This is an optimization exercise on Yosys and OpenROAD, whose aim is small area, a short achievable clock period and few clock cycles per item, not a production implementation.
Function was checked by simulation only, so behaviour that the tests miss may differ from the original.

### flow/run.sh
#!/bin/bash
# synth_recipe.tcl (not shown) runs the flow's synth.tcl, then flattens the netlist and writes it again
# the make line also repeats each setting of config.mk as NAME=value (left out here)
make -C /OpenROAD-flow-scripts/flow DESIGN_CONFIG=/design/flow/config.mk WORK_HOME=/design/flow/orfs CLKGATE_MAP_FILE= SYNTH_SCRIPT=/design/flow/synth_recipe.tcl finish
### flow/config.mk
export PLATFORM = sky130hd
export DESIGN_NAME = quantized_matvec_accumulator
export DESIGN_NICKNAME = quantized_matvec_accumulator
export VERILOG_FILES = /design/flow/design.v
export SDC_FILE = /design/flow/constraint.sdc
export NUM_CORES = 4
export LEC_CHECK = 0
export CAP_MARGIN = 20
export CORE_MARGIN = 2
export CORE_UTILIZATION = 40
export SLEW_MARGIN = 20
### flow/constraint.sdc
create_clock -name core_clock -period 11.5 [get_ports {clock}]
set_input_delay 2.3000 -clock core_clock [delete_from_list [all_inputs] [get_ports {clock}]]
set_output_delay 2.3000 -clock core_clock [all_outputs]
set_load 0.01 [all_outputs]
### flow/design.v
package qmva_pkg;
   localparam int MAX_IN_LEN   = 4096;
   localparam int MAX_BATCH    = 256;
   localparam int MAX_OUT_ROWS = 4096;
   localparam int ELEM_W  = $clog2(MAX_IN_LEN);
   localparam int LEN_W   = ELEM_W + 1;
   localparam int BATCH_W = $clog2(MAX_BATCH);
   localparam int NB_W    = BATCH_W + 1;
   localparam int ROW_W   = $clog2(MAX_OUT_ROWS);
   localparam int NR_W    = ROW_W + 1;
   localparam int IN_LEN_W     = 13;
   localparam int BATCH_ROWS_W = 9;
   localparam int OUT_START_W  = 12;
   localparam int OUT_COUNT_W  = 13;
   localparam int OUT_STRIDE_W = 13;
   localparam int CSR_IDX_W  = 3;
   localparam int CSR_DATA_W = 13;
   localparam int ACC_W   = 48;
   localparam int PROD_W  = 64;
   localparam int MAG_W   = 40;
   localparam int INDEX_W = 20;
   localparam int WROW_W  = 13;
   localparam logic [CSR_IDX_W-1:0] CSR_WEIGHT_FORMAT  = 3'd0;
   localparam logic [CSR_IDX_W-1:0] CSR_IN_LEN         = 3'd1;
   localparam logic [CSR_IDX_W-1:0] CSR_BATCH_ROWS     = 3'd2;
   localparam logic [CSR_IDX_W-1:0] CSR_OUT_START      = 3'd3;
   localparam logic [CSR_IDX_W-1:0] CSR_OUT_COUNT      = 3'd4;
   localparam logic [CSR_IDX_W-1:0] CSR_OUT_STRIDE     = 3'd5;
   localparam logic [CSR_IDX_W-1:0] CSR_SCALES_PRESENT = 3'd6;
   localparam logic signed [15:0] ONE_Q12 = 16'sd4096;
   typedef enum logic [1:0] {
      FMT_Q412   = 2'd0,
      FMT_INT8   = 2'd1,
      FMT_NIB4   = 2'd2,
      FMT_CRUMB2 = 2'd3
   } fmt_type;
   typedef enum logic [1:0] {
      ST_ACCEPT,
      ST_MUL,
      ST_RND,
      ST_SAT
   } state_type;
   typedef struct packed {
      logic signed [15:0] activation;
      logic [15:0]        weight_word;
      logic signed [15:0] weight_scale;
   } req_type;
   typedef struct packed {
      logic signed [31:0] dot_result;
      logic [INDEX_W-1:0] result_index;
      logic [WROW_W-1:0]  weight_row;
      logic               saturated;
      logic               job_done;
   } rsp_type;
   typedef struct packed {
      fmt_type                 fmt;
      logic [LEN_W-1:0]        len;
      logic [NB_W-1:0]         nb;
      logic [NR_W-1:0]         nr;
      logic [OUT_START_W-1:0]  out_start;
      logic [OUT_STRIDE_W-1:0] out_stride;
      logic                    scales_present;
   } cfg_type;
   typedef struct packed {
      logic mac;
      logic finish;
      logic mul;
      logic rnd;
      logic load;
   } cmd_type;
   typedef struct packed {
      logic last_element;
      logic out_free;
   } status_type;
endpackage
module qmva_csr (
   input  logic                             clock,
   input  logic                             reset,
   input  logic                             csr_we,
   input  logic [qmva_pkg::CSR_IDX_W-1:0]   csr_index,
   input  logic [qmva_pkg::CSR_DATA_W-1:0]  csr_wdata,
   output qmva_pkg::cfg_type                cfg
);
   qmva_pkg::fmt_type                       fmt_ff, fmt_in;
   logic [qmva_pkg::IN_LEN_W-1:0]           in_len_ff, in_len_in;
   logic [qmva_pkg::BATCH_ROWS_W-1:0]       batch_rows_ff, batch_rows_in;
   logic [qmva_pkg::OUT_START_W-1:0]        out_start_ff, out_start_in;
   logic [qmva_pkg::OUT_COUNT_W-1:0]        out_count_ff, out_count_in;
   logic [qmva_pkg::OUT_STRIDE_W-1:0]       out_stride_ff, out_stride_in;
   logic                                    scales_ff, scales_in;
   always_comb begin
      fmt_in        = fmt_ff;
      in_len_in     = in_len_ff;
      batch_rows_in = batch_rows_ff;
      out_start_in  = out_start_ff;
      out_count_in  = out_count_ff;
      out_stride_in = out_stride_ff;
      scales_in     = scales_ff;
      if (csr_we) begin
         case (csr_index)
            qmva_pkg::CSR_WEIGHT_FORMAT:
               fmt_in = qmva_pkg::fmt_type'(csr_wdata[1:0]);
            qmva_pkg::CSR_IN_LEN:
               in_len_in = csr_wdata[qmva_pkg::IN_LEN_W-1:0];
            qmva_pkg::CSR_BATCH_ROWS:
               batch_rows_in = csr_wdata[qmva_pkg::BATCH_ROWS_W-1:0];
            qmva_pkg::CSR_OUT_START:
               out_start_in = csr_wdata[qmva_pkg::OUT_START_W-1:0];
            qmva_pkg::CSR_OUT_COUNT:
               out_count_in = csr_wdata[qmva_pkg::OUT_COUNT_W-1:0];
            qmva_pkg::CSR_OUT_STRIDE:
               out_stride_in = csr_wdata[qmva_pkg::OUT_STRIDE_W-1:0];
            qmva_pkg::CSR_SCALES_PRESENT:
               scales_in = csr_wdata[0];
            default: ;
         endcase
      end
   end
   always_ff @(posedge clock) begin
      if (reset) begin
         fmt_ff        <= qmva_pkg::FMT_Q412;
         in_len_ff     <= qmva_pkg::IN_LEN_W'(1);
         batch_rows_ff <= qmva_pkg::BATCH_ROWS_W'(1);
         out_start_ff  <= '0;
         out_count_ff  <= qmva_pkg::OUT_COUNT_W'(1);
         out_stride_ff <= qmva_pkg::OUT_STRIDE_W'(1);
         scales_ff     <= 1'b1;
      end else begin
         fmt_ff        <= fmt_in;
         in_len_ff     <= in_len_in;
         batch_rows_ff <= batch_rows_in;
         out_start_ff  <= out_start_in;
         out_count_ff  <= out_count_in;
         out_stride_ff <= out_stride_in;
         scales_ff     <= scales_in;
      end
   end
   always_comb begin
      cfg.fmt            = fmt_ff;
      cfg.out_start      = out_start_ff;
      cfg.out_stride     = out_stride_ff;
      cfg.scales_present = scales_ff;
      if (in_len_ff == '0)
         cfg.len = qmva_pkg::LEN_W'(1);
      else if (in_len_ff > qmva_pkg::IN_LEN_W'(qmva_pkg::MAX_IN_LEN))
         cfg.len = qmva_pkg::LEN_W'(qmva_pkg::MAX_IN_LEN);
      else
         cfg.len = qmva_pkg::LEN_W'(in_len_ff);
      if (batch_rows_ff == '0)
         cfg.nb = qmva_pkg::NB_W'(1);
      else if (batch_rows_ff > qmva_pkg::BATCH_ROWS_W'(qmva_pkg::MAX_BATCH))
         cfg.nb = qmva_pkg::NB_W'(qmva_pkg::MAX_BATCH);
      else
         cfg.nb = qmva_pkg::NB_W'(batch_rows_ff);
      if (out_count_ff == '0)
         cfg.nr = qmva_pkg::NR_W'(1);
      else if (out_count_ff > qmva_pkg::OUT_COUNT_W'(qmva_pkg::MAX_OUT_ROWS))
         cfg.nr = qmva_pkg::NR_W'(qmva_pkg::MAX_OUT_ROWS);
      else
         cfg.nr = qmva_pkg::NR_W'(out_count_ff);
   end
endmodule
module qmva_ctrl (
   input  logic                 clock,
   input  logic                 reset,
   input  logic                 req_valid,
   output logic                 req_ready,
   input  qmva_pkg::status_type status,
   output qmva_pkg::cmd_type    cmd
);
   qmva_pkg::state_type state_ff, state_in;
   always_ff @(posedge clock) begin
      if (reset) begin
         state_ff <= qmva_pkg::ST_ACCEPT;
      end else begin
         state_ff <= state_in;
      end
   end
   always_comb begin
      state_in   = state_ff;
      req_ready  = 1'b0;
      cmd        = '0;
      case (state_ff)
         qmva_pkg::ST_ACCEPT: begin
            req_ready  = 1'b1;
            cmd.mac    = req_valid;
            cmd.finish = req_valid && status.last_element;
            if (req_valid && status.last_element) begin
               state_in = qmva_pkg::ST_MUL;
            end
         end
         qmva_pkg::ST_MUL: begin
            cmd.mul  = 1'b1;
            state_in = qmva_pkg::ST_RND;
         end
         qmva_pkg::ST_RND: begin
            cmd.rnd  = 1'b1;
            state_in = qmva_pkg::ST_SAT;
         end
         qmva_pkg::ST_SAT: begin
            if (status.out_free) begin
               cmd.load = 1'b1;
               state_in = qmva_pkg::ST_ACCEPT;
            end
         end
         default: begin
            state_in = qmva_pkg::ST_ACCEPT;
         end
      endcase
   end
endmodule
module qmva_dp (
   input  logic                 clock,
   input  logic                 reset,
   input  qmva_pkg::cfg_type    cfg,
   input  qmva_pkg::cmd_type    cmd,
   output qmva_pkg::status_type status,
   input  qmva_pkg::req_type    req_data,
   output logic                 rsp_valid,
   input  logic                 rsp_ready,
   output qmva_pkg::rsp_type    rsp_data
);
   logic signed [qmva_pkg::ACC_W-1:0]   acc_ff, acc_in;
   logic [qmva_pkg::ELEM_W-1:0]         elem_ff, elem_in;
   logic [qmva_pkg::BATCH_W-1:0]        batch_ff, batch_in;
   logic [qmva_pkg::ROW_W-1:0]          row_ff, row_in;
   logic signed [qmva_pkg::ACC_W-1:0]   sum_ff, sum_in;
   logic signed [15:0]                  scale_ff, scale_in;
   logic [qmva_pkg::BATCH_W-1:0]        pend_batch_ff, pend_batch_in;
   logic [qmva_pkg::ROW_W-1:0]          pend_row_ff, pend_row_in;
   logic                                pend_done_ff, pend_done_in;
   logic signed [qmva_pkg::PROD_W-1:0]  prod_ff, prod_in;
   logic [qmva_pkg::INDEX_W-1:0]        index_ff, index_in;
   logic [qmva_pkg::WROW_W-1:0]         wrow_ff, wrow_in;
   logic                                neg_ff, neg_in;
   logic [qmva_pkg::MAG_W-1:0]          mag_ff, mag_in;
   logic                                rsp_valid_ff, rsp_valid_in;
   qmva_pkg::rsp_type                   rsp_ff, rsp_in;
   logic signed [15:0]                  wval;
   logic [3:0]                          nib;
   logic [1:0]                          crumb;
   logic signed [31:0]                  elem_prod;
   logic signed [qmva_pkg::ACC_W-1:0]   term;
   logic                                batch_last;
   logic                                row_last;
   logic [qmva_pkg::PROD_W-1:0]         abs_prod;
   logic [qmva_pkg::PROD_W-1:0]         rnd_sum;
   logic [20:0]                         index_full;
   logic                                sat;
   logic signed [31:0]                  q;
   always_comb begin
      nib   = elem_ff[0] ? req_data.weight_word[7:4] : req_data.weight_word[3:0];
      case (elem_ff[1:0])
         2'd0:    crumb = req_data.weight_word[1:0];
         2'd1:    crumb = req_data.weight_word[3:2];
         2'd2:    crumb = req_data.weight_word[5:4];
         default: crumb = req_data.weight_word[7:6];
      endcase
      case (cfg.fmt)
         qmva_pkg::FMT_Q412:
            wval = $signed(req_data.weight_word);
         qmva_pkg::FMT_INT8:
            wval = $signed({{8{req_data.weight_word[7]}}, req_data.weight_word[7:0]});
         qmva_pkg::FMT_NIB4:
            wval = $signed({12'b0, nib}) - 16'sd8;
         default:
            wval = $signed({14'b0, crumb}) - 16'sd2;
      endcase
      elem_prod = req_data.activation * wval;
      if (cfg.fmt == qmva_pkg::FMT_Q412)
         term = {{16{elem_prod[31]}}, elem_prod};
      else
         term = {{4{elem_prod[31]}}, elem_prod, 12'b0};
   end
   assign status.last_element =
      ({1'b0, elem_ff} + qmva_pkg::LEN_W'(1)) >= cfg.len;
   assign batch_last = ({1'b0, batch_ff} + qmva_pkg::NB_W'(1)) >= cfg.nb;
   assign row_last   = ({1'b0, row_ff} + qmva_pkg::NR_W'(1)) >= cfg.nr;
   assign status.out_free = !rsp_valid_ff || rsp_ready;
   assign abs_prod   = prod_ff[qmva_pkg::PROD_W-1] ? -prod_ff : prod_ff;
   assign rnd_sum    = abs_prod + qmva_pkg::PROD_W'(64'h80_0000);
   assign index_full = {13'b0, pend_batch_ff} * {8'b0, cfg.out_stride}
                       + {9'b0, pend_row_ff};
   always_comb begin
      if (neg_ff) begin
         sat = mag_ff > qmva_pkg::MAG_W'(40'h80000000);
         q   = sat ? 32'sh80000000 : -$signed(mag_ff[31:0]);
      end else begin
         sat = mag_ff > qmva_pkg::MAG_W'(40'h7fffffff);
         q   = sat ? 32'sh7fffffff : $signed(mag_ff[31:0]);
      end
   end
   always_comb begin
      acc_in        = acc_ff;
      elem_in       = elem_ff;
      batch_in      = batch_ff;
      row_in        = row_ff;
      sum_in        = sum_ff;
      scale_in      = scale_ff;
      pend_batch_in = pend_batch_ff;
      pend_row_in   = pend_row_ff;
      pend_done_in  = pend_done_ff;
      prod_in       = prod_ff;
      index_in      = index_ff;
      wrow_in       = wrow_ff;
      neg_in        = neg_ff;
      mag_in        = mag_ff;
      rsp_in        = rsp_ff;
      rsp_valid_in  = rsp_valid_ff;
      if (cmd.mac) begin
         if (cmd.finish) begin
            acc_in        = '0;
            elem_in       = '0;
            sum_in        = acc_ff + term;
            scale_in      = (cfg.fmt != qmva_pkg::FMT_Q412 && cfg.scales_present)
                            ? req_data.weight_scale : qmva_pkg::ONE_Q12;
            pend_batch_in = batch_ff;
            pend_row_in   = row_ff;
            pend_done_in  = batch_last && row_last;
            if (batch_last) begin
               batch_in = '0;
               row_in   = row_last ? '0 : row_ff + qmva_pkg::ROW_W'(1);
            end else begin
               batch_in = batch_ff + qmva_pkg::BATCH_W'(1);
            end
         end else begin
            acc_in  = acc_ff + term;
            elem_in = elem_ff + qmva_pkg::ELEM_W'(1);
         end
      end
      if (cmd.mul) begin
         prod_in  = sum_ff * scale_ff;
         index_in = index_full[qmva_pkg::INDEX_W-1:0];
         wrow_in  = {1'b0, cfg.out_start} + {1'b0, pend_row_ff};
      end
      if (cmd.rnd) begin
         neg_in = prod_ff[qmva_pkg::PROD_W-1];
         mag_in = rnd_sum[qmva_pkg::PROD_W-1:24];
      end
      if (cmd.load) begin
         rsp_in.dot_result   = q;
         rsp_in.result_index = index_ff;
         rsp_in.weight_row   = wrow_ff;
         rsp_in.saturated    = sat;
         rsp_in.job_done     = pend_done_ff;
         rsp_valid_in        = 1'b1;
      end else if (rsp_ready) begin
         rsp_valid_in = 1'b0;
      end
   end
   always_ff @(posedge clock) begin
      if (reset) begin
         acc_ff       <= '0;
         elem_ff      <= '0;
         batch_ff     <= '0;
         row_ff       <= '0;
         rsp_valid_ff <= 1'b0;
      end else begin
         acc_ff       <= acc_in;
         elem_ff      <= elem_in;
         batch_ff     <= batch_in;
         row_ff       <= row_in;
         rsp_valid_ff <= rsp_valid_in;
      end
   end
   always_ff @(posedge clock) begin
      sum_ff        <= sum_in;
      scale_ff      <= scale_in;
      pend_batch_ff <= pend_batch_in;
      pend_row_ff   <= pend_row_in;
      pend_done_ff  <= pend_done_in;
      prod_ff       <= prod_in;
      index_ff      <= index_in;
      wrow_ff       <= wrow_in;
      neg_ff        <= neg_in;
      mag_ff        <= mag_in;
      rsp_ff        <= rsp_in;
   end
   assign rsp_valid = rsp_valid_ff;
   assign rsp_data  = rsp_ff;
endmodule
module quantized_matvec_accumulator (
   input  logic                             clock,
   input  logic                             reset,
   input  logic                             req_valid,
   output logic                             req_ready,
   input  logic signed [15:0]               req_activation,
   input  logic [15:0]                      req_weight_word,
   input  logic signed [15:0]               req_weight_scale,
   output logic                             rsp_valid,
   input  logic                             rsp_ready,
   output logic signed [31:0]               rsp_dot_result,
   output logic [19:0]                      rsp_result_index,
   output logic [12:0]                      rsp_weight_row,
   output logic                             rsp_saturated,
   output logic                             rsp_job_done,
   input  logic                             csr_we,
   input  logic [2:0]                       csr_index,
   input  logic [12:0]                      csr_wdata
);
   qmva_pkg::cfg_type    cfg;
   qmva_pkg::cmd_type    cmd;
   qmva_pkg::status_type status;
   qmva_pkg::req_type    req_data;
   qmva_pkg::rsp_type    rsp_data;
   assign req_data.activation   = req_activation;
   assign req_data.weight_word  = req_weight_word;
   assign req_data.weight_scale = req_weight_scale;
   assign rsp_dot_result   = rsp_data.dot_result;
   assign rsp_result_index = rsp_data.result_index;
   assign rsp_weight_row   = rsp_data.weight_row;
   assign rsp_saturated    = rsp_data.saturated;
   assign rsp_job_done     = rsp_data.job_done;
   qmva_csr u_csr (
      .clock     (clock),
      .reset     (reset),
      .csr_we    (csr_we),
      .csr_index (csr_index),
      .csr_wdata (csr_wdata),
      .cfg       (cfg)
   );
   qmva_ctrl u_ctrl (
      .clock     (clock),
      .reset     (reset),
      .req_valid (req_valid),
      .req_ready (req_ready),
      .status    (status),
      .cmd       (cmd)
   );
   qmva_dp u_dp (
      .clock     (clock),
      .reset     (reset),
      .cfg       (cfg),
      .cmd       (cmd),
      .status    (status),
      .req_data  (req_data),
      .rsp_valid (rsp_valid),
      .rsp_ready (rsp_ready),
      .rsp_data  (rsp_data)
   );
endmodule
==> run_results.csv <==
group,metric,value,unit
clock_network,h-tree-depth,2,
placement,place_congestion,0.8763,
critical_path,worstPathRequired,11890,ps
final_layout,areaGrowthSynthToFinish,12.48,%
synth,ys.flop_type,"edfxtp_1",
detailed_routing,routed_wl,162.2,mm
placement,place_ws,-663.4,ps
synth,synth_top_area_share,34.36,%
clock_network,cts_sinks,436,
critical_path,crit_type,"in -> reg",
sta,max-slew-margin-rel,22.07,%
floorplanning,die_x,395.3,µm
synth,yosysWarnings,3,
critical_path,start_kind,"primary input",
final_layout,layout.nets,8417,
sta,finalSetupViolations,0,
critical_path,crit_top_cell,"fa_1",
synth,yosysTopAreaCell,"fa_1",
sta,hold_viol_final,0,
final_layout,drive_gt1_share,7.949,%
placement,placed_cells,8882,
clock_network,clk_pin_slew_worst_paths,60,ps
floorplanning,coreArea,151900,µm²
final_layout,fin_cells,8988,
job,cap_violations,0,
synth,ys_top_cells_by_area,"fa_1 34%, edfxtp_1 14%, ha_1 7.7%, inv_1 7.4%, nand2_1 6.3%",
critical_path,cp.arrival,11560,ps
critical_path,worstPathMaxFanout,5,
sta,setup_ws,325.4,ps
clock_network,cts_tree,"built",
min_path,hold_class,"reg -> reg",
global_route,grt_max_degree,79,
detailed_routing,ant_nets,0,
detailed_routing,firstDrtPassIters,7,
global_route,antenna_found_initial,4,
synth,synth_cell_types,85,
floorplanning,initial_core_util,40.31,%
sta,period_share,97.17,%
detailed_routing,drtIter0Drc,2976,
synth,ys_ff_latch,436,
synth,ys_seq_area_share,19.00,%
critical_path,crit_path_end_kind,"flop",
critical_path,critical_path.max_stage_delay,570,ps
floorplanning,io-pin-count,138,
floorplanning,core.rowCount,143,
synth,synth-edff-count,290,
synth,synthesis.area,61230,µm²
clock_network,clock_latency,650,ps
global_route,grt_first_pass_wirelength,262.6,mm
sta,layout_min_cycle_time,11170,ps
clock_network,root_buffer,"clkbuf_16",
sta,tns,0,ps
floorplanning,die_h,395.3,µm
detailed_routing,vias,46050,
global_route,grt_usage,20.92,%
clock_network,holdBufCountCts,0,
final_layout,final_util,45.34,%
sta,skew,40.23,ps
global_route,grt_pass1_vias,48230,
synth,synth_nets,8163,
detailed_routing,wl_per_cell,18.05,µm
placement,dp_hpwl,127.0,mm
placement,port_buffers,137,
critical_path,slowest_stage,"fa_1",
floorplanning,die_area,156200,µm²
clock_network,clock_tree.buffer_depth,3,
clock_network,cts_buffers,47,
detailed_routing,remaining_drc_errors,0,
synth,avgSynthCellArea,9.187,µm²
synth,synthCells,6665,
detailed_routing,drt-vias-per-instance,5.123,
sta,worst_pin_slew,1169,ps
status,status,"complete, no violations",
sta,rsz0062_at_grt,"yes",
sta,fmax,0.08949,GHz
synth,synth-async-reset-ratio,0,%
global_route,gr-total-overflow,0,
sta,drv_slew,0,
==> cells in the mapped netlist (12+ instances only) <==
cell / instances
edfxtp_1: 290
a211oi_1: 23
nand2b_1: 77
o211ai_1: 19
xnor2_1: 166
nand3b_1: 29
or2_2: 14
nand4_1: 35
o21bai_1: 26
fa_1: 1051
xor2_1: 87
o311ai_0: 24
and2_1: 449
ha_1: 378
nor2b_1: 29
nand3_1: 96
clkbuf_1: 280
a31oi_1: 27
buf_1: 13
a21oi_1: 288
and3_1: 65
nor2_1: 216
nor4_1: 23
dfxtp_1: 146
o21a_1: 19
mux2i_1: 12
o21ai_0: 172
nor3_1: 63
a21o_1: 71
or3_1: 27
o31ai_1: 22
nand2_1: 1030
inv_1: 1209
a22o_1: 17
==> timing repair <==
| action | CTS | global route |
|---|---|---|
| pin swaps | 0 | 67 |
| setup endpoints to repair | 1 | 31 |
| resized for setup | 1 | 100 |
| setup buffers | 0 | 16 |
==> metal layers <==
| metal | up-vias | wire length [µm] | global-route usage (%) |
|---|---|---|---|
| met5 | - | 13 | 0 |
| met4 | 2 | 4189 | 5.282 |
| met3 | 248 | 8627 | 2.706 |
| met2 | 1161 | 77750 | 35.66 |
| met1 | 23160 | 71630 | 28.12 |
| li1 | 21480 | - | - |
==> kinds of logic (layout without fill, tap and decap cells) <==
family                     Yosys count  in the layout  synth area share (%)
AOI/OAI and AO/OA                  834            834                 8.594
xor gates and xnor gates           253            253                 3.619
adders and majority gates         1429           1429                 42.09
buffers and inverters             1504           1796                 9.222
DFF                                436            436                 19.00
muxes                               13             13                0.2146
other                                0              1                     0
and+or+nand+nor                   2196           2196                 17.27
==> worst max-delay path, delay by kind of cell <==
family / cells / cell delay, ps
xor gates and xnor gates: 1 / 240
buffers and inverters: 9 / 1210
and+or+nand+nor: 8 / 1510
AOI/OAI and AO/OA: 15 / 2710
adders and majority gates: 8 / 3560
==> layout by cell type, fill, tap and decap left out, drive strengths merged, types with 24 or more instances in the layout <==
cell           count
or3               30
a21oi            288
nor3              64
clkdlybuf4s50    136
clkbuf            53
xnor2            166
and3              65
o311ai            24
nand2b            77
edfxtp           290
nand2           1030
nor2b             29
o21ai            174
ha               378
fa              1051
and2             450
dfxtp            146
nor4              24
buf              363
xor2              87
o21bai            26
a31oi             27
inv             1216
nand3b            29
a21o              71
nand3             96
nand4             35
nor2             216
==> final cells by class <==
type,count,area (µm²)
multi-input combinational,4725,44370
sequential,436,11630
fill,14530,83030
timing repair buffer,499,4192
tap,2030,2540
antenna,1,2.502
clock inverter,34,389.1
inverter,1210,4543
clock buffer,53,1209
==> sequential cells by signal (all words and copies together) (netlist names), 13 cells and up <==
| name | cells |
|---|---|
| u_csr.in_len_ff | 13 |
| u_csr.out_count_ff | 13 |
| u_csr.out_stride_ff | 13 |
| u_dp.acc_ff | 48 |
| u_dp.index_ff | 20 |
| u_dp.mag_ff | 40 |
| u_dp.prod_ff | 64 |
| u_dp.rsp_ff | 67 |
| u_dp.scale_ff | 16 |
| u_dp.sum_ff | 48 |
| u_dp.wrow_ff | 13 |
==> worst paths after layout <==
check | depth (start not counted) | from | slack (ps) | endpoint
worst max-delay path | 41 | req_weight_word[5] | 330 | u_dp.sum_ff[45]
worst min-delay path | 0 | u_dp.wrow_ff[7] | 410 | u_dp.rsp_ff[9]
worst max register to register | 42 | u_dp.elem_ff[0] | 1360 | u_dp.sum_ff[45]
worst min register to register | 0 | u_dp.wrow_ff[7] | 410 | u_dp.rsp_ff[9]
==> stage by stage <==
step	area, µm²	hold slack, ps
2_1_floorplan	61250	400.3
3_3_place_gp	66740	403.6
3_5_place_dp	66740	404.5
4_1_cts	68340	409.1
5_1_grt	68870	416.3
6_report	68870	414.7
Testbench counts, summed over its fixed seeds: cycles 28,337, elements 25,630.

==> what the ideal ports hide <==
How much do the figures lean on ideal ports? The routed layout below was timed once more, with nothing changed but the port constraints. Step 1 (the two cells are an assumption about what drives the block):
set clk [get_ports {clock}]
set_driving_cell -lib_cell sky130_fd_sc_hd__clkbuf_16 $clk
set_driving_cell -lib_cell sky130_fd_sc_hd__buf_2 [delete_from_list [all_inputs] $clk]
Step 2 adds t to the input delays and takes it off the output delays; t is the mean of the earliest and latest rising clock arrival at the registers after step 1. Input paths then give back, and output paths get back, about the clock's delay inside the block. Slacks: ideal ports / drivers / drivers and shift; pairs: ideal ports / drivers.
t, ns: 0.698
setup WS [ns]: 0.325 / 0.373 / -0.325
worst setup path after step 2: input to register
Met with ideal ports but missed after step 2: setup timing in this run. The setup slack of this run moves by +0.048 ns with the drivers and by -0.650 ns with both steps.
